Background: an optimization exercise with open tools, aiming at small area. Do not read the settings as production practice.
Function was checked by simulation only, so behaviour that the tests miss may differ from the original.
No activity file was given, so power comes from the tool's default toggle rates.

Setup of red:
## mips_cpu
module mips_cpu (
    input  wire logic                        clk,
    input  wire logic                        clk_en,
    input  wire logic                        reset,
    input  wire logic [32-1:0] r_data,    
    output logic                             wr_en,
    output logic [32-1:0]      mem_addr,
    output logic [32-1:0]      w_data
);
    mips_pkg::state_t      st;
    logic [4:0]  ph;
    logic        pol;
    logic [31:1] rf_q;        
    logic        pc_q;        
    logic [9:0]  mar;         
    logic [31:0] wd;          
    logic        c;           
    logic        cp;          
    logic        flag;        
    logic [5:0] op;
    logic [4:0] rs, rt, rd;
    assign op = r_data[31:26];
    assign rs = r_data[25:21];
    assign rt = r_data[20:16];
    assign rd = r_data[15:11];
    logic is_r, is_j, is_beq, is_bne, is_addi, is_lw, is_sw;
    assign is_r    = (op == mips_pkg::OP_R);
    assign is_j    = (op == mips_pkg::OP_J);
    assign is_beq  = (op == mips_pkg::OP_BEQ);
    assign is_bne  = (op == mips_pkg::OP_BNE);
    assign is_addi = (op == mips_pkg::OP_ADDI);
    assign is_lw   = (op == mips_pkg::OP_LW);
    assign is_sw   = (op == mips_pkg::OP_SW);
    logic s_boot, s_d, s_ex, s_slt, s_br, s_swl, s_sws, s_lw, s_pc, s_pcs;
    assign s_boot = (st == mips_pkg::st_boot);
    assign s_d    = (st == mips_pkg::st_d);
    assign s_ex   = (st == mips_pkg::st_ex);
    assign s_slt  = (st == mips_pkg::st_slt);
    assign s_br   = (st == mips_pkg::st_br);
    assign s_swl  = (st == mips_pkg::st_swl);
    assign s_sws  = (st == mips_pkg::st_sws);
    assign s_lw   = (st == mips_pkg::st_lw);
    assign s_pc   = (st == mips_pkg::st_pc);
    assign s_pcs  = (st == mips_pkg::st_pcs);
    logic ph0, last, mem_d, av;
    assign ph0  = (ph == 5'd0);
  ...
export LEC_CHECK = 0
export CAP_MARGIN = 0
export CORE_MARGIN = 2
export CORE_UTILIZATION = 70
export SLEW_MARGIN = 0
export SYNTH_HIERARCHICAL = 1
create_clock -name core_clock -period 10.0 [get_ports {clk}]
standard.sh (not shown) runs the stock make flow with config.mk's settings and CLKGATE_MAP_FILE= SYNTH_SCRIPT=/design/flow/synth_recipe.tcl, a recipe that flattens the netlist after the stock synthesis.
==> flow/flow/run.sh <==
#!/bin/bash
# The standard layout, with buf_1 port buffers and a clock tree of up to 20-sink
# clkbuf_8 leaf clusters without dummy loads. standard.sh's output goes to
# standard.log; ORFS keeps each tool's log under orfs/logs. Tie cells are
# not split per load (SKIP_REPAIR_TIE_FANOUT).
export BUFFER_PORTS_ARGS="-buffer_cell sky130_fd_sc_hd__buf_1"
export CTS_ARGS="-sink_clustering_enable -repair_clock_nets -dont_use_dummy_load -buf_list sky130_fd_sc_hd__clkbuf_8 -sink_clustering_size 20 -sink_clustering_max_diameter 70"
export SKIP_REPAIR_TIE_FANOUT=1
bash standard.sh > standard.log 2>&1
red finished every stage and its layout cleared the timing, design-rule and antenna checks.
Here is what was changed in the inputs of blue compared with red.
- a change of CORE_UTILIZATION from 70 to 65
--- outcome ---
- There was hardly any difference in design area between red and blue.
- Higher ratio of final minimum period to clock period goes to red over blue.
- red -> blue: fraction of area in registers flat
- Cmp blue and red / final setup skew / lower: blue
- blue falls short of red in die area.
- In blue the wire length on met3 turned out about 15% higher than in red.
Changes in green relative to blue:
- SLEW_MARGIN now 20, was 0
- GPL_TIMING_DRIVEN now 0, previously not set
- CORE_UTILIZATION now 70, was 65
- CAP_MARGIN now 20, was 0
[summary]
- green vs blue — final instance area rose 5.0%.
- Final total power: green worse than blue
- On floorplan die width: green sits below blue.

* * *

## old
The RTL this note starts from:
==> flow/design.v <==
`timescale 1ns/100ps
`default_nettype none
package mips_pkg;
    typedef enum logic [3:0] {
        st_boot = 4'd0,   
        st_ex   = 4'd1,   
        st_slt  = 4'd2,   
        st_br   = 4'd3,   
        st_swl  = 4'd4,   
        st_sws  = 4'd5,   
        st_lw   = 4'd6,   
        st_pc   = 4'd7,   
        st_pcs  = 4'd8    
    } state_t;
    localparam logic [5:0] OP_R    = 6'h00;
    localparam logic [5:0] OP_J    = 6'h02;
    localparam logic [5:0] OP_BEQ  = 6'h04;
    localparam logic [5:0] OP_BNE  = 6'h05;
    localparam logic [5:0] OP_ADDI = 6'h08;
    localparam logic [5:0] OP_LW   = 6'h23;
    localparam logic [5:0] OP_SW   = 6'h2b;
endpackage
`default_nettype wire
`timescale 1ns/100ps
`default_nettype none
module mips_cpu (
    input  wire logic                        clk,
    input  wire logic                        clk_en,
    input  wire logic                        reset,
    input  wire logic [32-1:0] r_data,    
    output logic                             wr_en,
    output logic [32-1:0]      mem_addr,
    output logic [32-1:0]      w_data
);
    mips_pkg::state_t      st;
    logic [4:0]  ph;
    logic        pol;
    logic [31:1] rf_q;        
    logic        pc_q;        
    logic [29:0] mar;         
    logic [31:0] wd;          
    logic [4:0]  ld_rt;       
    logic        c;           
    logic        cp;          
    logic        flag;        
    logic        x1, x2;      
    logic [5:0] op;
    logic [4:0] rs, rt, rd;
    assign op = r_data[31:26];
    assign rs = r_data[25:21];
    assign rt = r_data[20:16];
    assign rd = r_data[15:11];
    logic is_r, is_j, is_beq, is_bne, is_addi, is_lw, is_sw;
    assign is_r    = (op == mips_pkg::OP_R);
    assign is_j    = (op == mips_pkg::OP_J);
    assign is_beq  = (op == mips_pkg::OP_BEQ);
    assign is_bne  = (op == mips_pkg::OP_BNE);
    assign is_addi = (op == mips_pkg::OP_ADDI);
    assign is_lw   = (op == mips_pkg::OP_LW);
    assign is_sw   = (op == mips_pkg::OP_SW);
    logic s_boot, s_ex, s_slt, s_br, s_swl, s_sws, s_lw, s_pc, s_pcs;
    assign s_boot = (st == mips_pkg::st_boot);
    assign s_ex   = (st == mips_pkg::st_ex);
    assign s_slt  = (st == mips_pkg::st_slt);
    assign s_br   = (st == mips_pkg::st_br);
    assign s_swl  = (st == mips_pkg::st_swl);
    assign s_sws  = (st == mips_pkg::st_sws);
    assign s_lw   = (st == mips_pkg::st_lw);
    assign s_pc   = (st == mips_pkg::st_pc);
    assign s_pcs  = (st == mips_pkg::st_pcs);
    logic ph0, ph2, last, hi;
    assign ph0  = (ph == 5'd0);
    assign ph2  = (ph == 5'd2);
    assign last = (ph == 5'd31);
    assign hi   = (ph[4:1] != 4'd0);   
    logic sx, xb;
    assign sx = !(s_lw || is_j);
    assign xb = (sx && ph[4]) ? r_data[15] : r_data[ph];
    logic a, b;
    logic [31:0] tails;
    always_comb begin
        tails[0] = pol;
        for (int i = 1; i < 32; i++) tails[i] = rf_q[i];
    end
    assign a = tails[rs] ^ pol;
    assign b = tails[rt] ^ pol;
    logic pc0;
    assign pc0 = pc_q ^ pol;
    logic sub, bo, cin, sum, cout, res, less, eqb;
    assign sub  = is_r && r_data[1];
    assign bo   = (is_r ? b : xb) ^ sub;
    assign cin  = ph0 ? sub : c;
    assign sum  = a ^ bo ^ cin;
    assign cout = (a & bo) | (a & cin) | (bo & cin);
    assign res  = (is_r && r_data[2]) ? (r_data[0] ? (a | b) : (a & b)) : sum;
    assign less = (a ^ b) ? a : sum;
    assign eqb  = !(a ^ b) && (ph0 || flag);
    logic pa, pb, pcin, psum, pcout, pc_in;
    assign pa    = (s_swl || s_sws) ? mar[0] : pc0;
    assign pb    = s_br && x2;
    assign pcin  = ph2 ? !s_br : cp;
    assign psum  = pa ^ pb ^ pcin;
    assign pcout = (pa & pb) | (pa & pcin) | (pb & pcin);
    always_comb begin
        if (s_boot) pc_in = 1'b0;
        else if (s_ex && (is_lw || is_sw)) pc_in = sum;            
        else if (s_ex && is_j && (ph < 5'd28)) pc_in = x2;         
        else if (s_ex || s_br || s_swl || s_sws) pc_in = psum;
        else pc_in = pc0;
    end
    logic       we, wb;
    logic [4:0] wa;
    assign we = (s_ex && ((is_r && !r_data[3]) || is_addi)) || s_slt || s_lw;
    assign wa = s_lw ? ld_rt : (is_r ? rd : rt);
    assign wb = s_lw ? xb : (s_slt ? (ph0 && flag) : res);
    mips_pkg::state_t nx;
    always_comb begin
        nx = mips_pkg::st_pc;
        case (st)
            mips_pkg::st_boot: nx = mips_pkg::st_ex;
            mips_pkg::st_ex: begin
                if (is_r && r_data[3]) nx = mips_pkg::st_slt;
                else if (is_lw) nx = mips_pkg::st_swl;
                else if (is_sw) nx = mips_pkg::st_sws;
                else if ((is_beq && eqb) || (is_bne && !eqb)) nx = mips_pkg::st_br;
                else nx = mips_pkg::st_pc;
            end
            mips_pkg::st_swl: nx = mips_pkg::st_lw;
            mips_pkg::st_sws: nx = mips_pkg::st_pcs;
            mips_pkg::st_pc, mips_pkg::st_pcs: nx = mips_pkg::st_ex;
            default: nx = mips_pkg::st_pc;
        endcase
    end
    always_ff @(posedge clk) begin
        if (reset) begin
            st <= mips_pkg::st_boot;
            ph <= 5'd0;
        end else if (clk_en) begin
            ph <= ph + 5'd1;
            if (last) st <= nx;
        end
    end
    always_ff @(posedge clk) begin
        pol <= reset ? 1'b0 : !pol;
    end
    logic [31:1] rf_in;
    always_comb begin
        for (int i = 1; i < 32; i++) rf_in[i] = (we && (wa == 5'(i))) ? (wb ^ pol) : rf_q[i];
    end
    logic pc_sh;
    assign pc_sh = clk_en && hi;
    pol_shift #(.N(32), .W(31)) rf_inst (
        .clk(clk), .sh(clk_en), .sh_n(!clk_en), .d(rf_in), .q(rf_q)
    );
    pol_shift #(.N(30), .W(1)) pc_inst (
        .clk(clk), .sh(pc_sh), .sh_n(!pc_sh), .d(pc_in ^ pol), .q(pc_q)
    );
    always_ff @(posedge clk) begin
        if (clk_en) begin
            if (hi) begin
                if (s_boot || s_swl || s_sws || s_pc || s_pcs)
                    mar <= {s_boot ? 1'b0 : pc0, mar[29:1]};
            end
            if (s_ex) begin
                wd    <= {b, wd[31:1]};
                ld_rt <= rt;
                c     <= cout;
                flag  <= (is_r && r_data[3]) ? less : eqb;
            end
            cp <= pcout;
            x1 <= xb;
            x2 <= x1;
        end
    end
    assign mem_addr = {mar, 2'b00};
    assign w_data   = wd;
    assign wr_en    = clk_en && s_pcs && ph0;
endmodule
module pol_shift #(
    parameter int N = 32,
    parameter int W = 1
) (
    input  wire logic         clk,
    input  wire logic         sh,
    input  wire logic         sh_n,
    input  wire logic [W-1:0] d,
    output logic [W-1:0]      q
);
    logic [N-1:0] r [W];
    always_ff @(posedge clk) begin
        for (int w = 0; w < W; w++) begin
            r[w] <= ~(({N{sh_n}} | {d[w], r[w][N-1:1]}) & ({N{sh}} | r[w]));
        end
    end
    always_comb begin
        for (int w = 0; w < W; w++) q[w] = r[w][0];
    end
endmodule
`default_nettype wire
clock: 10.0 ns
lec_check: 0
cap_margin: 20
core_margin: 2
core_utilization: 40
slew_margin: 20
synth_hierarchical: 1
run.sh (not shown) runs the stock make flow with config.mk's settings and CLKGATE_MAP_FILE= SYNTH_SCRIPT=/design/flow/synth_recipe.tcl, a recipe that flattens the netlist after the stock synthesis.
Stock flow here: none of the scripts above is used.
diff inputs: old => new
- CTS_BUF_LIST newly set to sky130_fd_sc_hd__clkbuf_4
### Flow results
- Every run in the comparison, old and new, completed the flow with a clean layout.
- Taking old as the reference point, the final critical-path setup slack of new rises by 0.33 ns.
- Cmp new vs old: share of power burned in the clock network lower in new
- Compared with old, new shows a lower final core utilization.
- Compared to old, new has pin slew with the least headroom to its limit 0.066 ns lower.
- Side by side, final design instance area without fill turned out lower in new than in old.

port drivers added, routing unchanged:
How much do the figures lean on ideal ports? The routed layouts below were timed once more, with nothing changed but the port constraints.
Step 1 sets driving cells, clkbuf_16 on the clock port and buf_2 on the other inputs (assumed; they add their load-dependent delay and slew).
Step 2 times the ports against the registers' clock, not the clock port: input delays grow and output delays shrink by t, the midpoint of the rising clock arrivals with the driver on.
a / b / c = ideal ports / drivers / drivers and shift; a / b = the first two.
| run | t, ns | setup slack, ns | clock arrival spread, ns |
|---|---|---|---|
| red | 0.709 | 4.219 / 4.249 / 3.540 | 0.101 / 0.101 |
| blue | 0.726 | 4.319 / 4.344 / 3.618 | 0.085 / 0.085 |
| green | 0.740 | 3.516 / 3.532 / 2.796 | 0.045 / 0.044 |
| old | 0.712 | 3.124 / 3.042 / 2.330 | 0.028 / 0.029 |
| new | 1.118 | 3.455 / 3.374 / 2.256 | 0.117 / 0.118 |
After both steps every run listed still meets setup and hold. For new, which loses most, drivers alone change the setup slack by -0.081 ns; drivers and shift together by -1.199 ns.
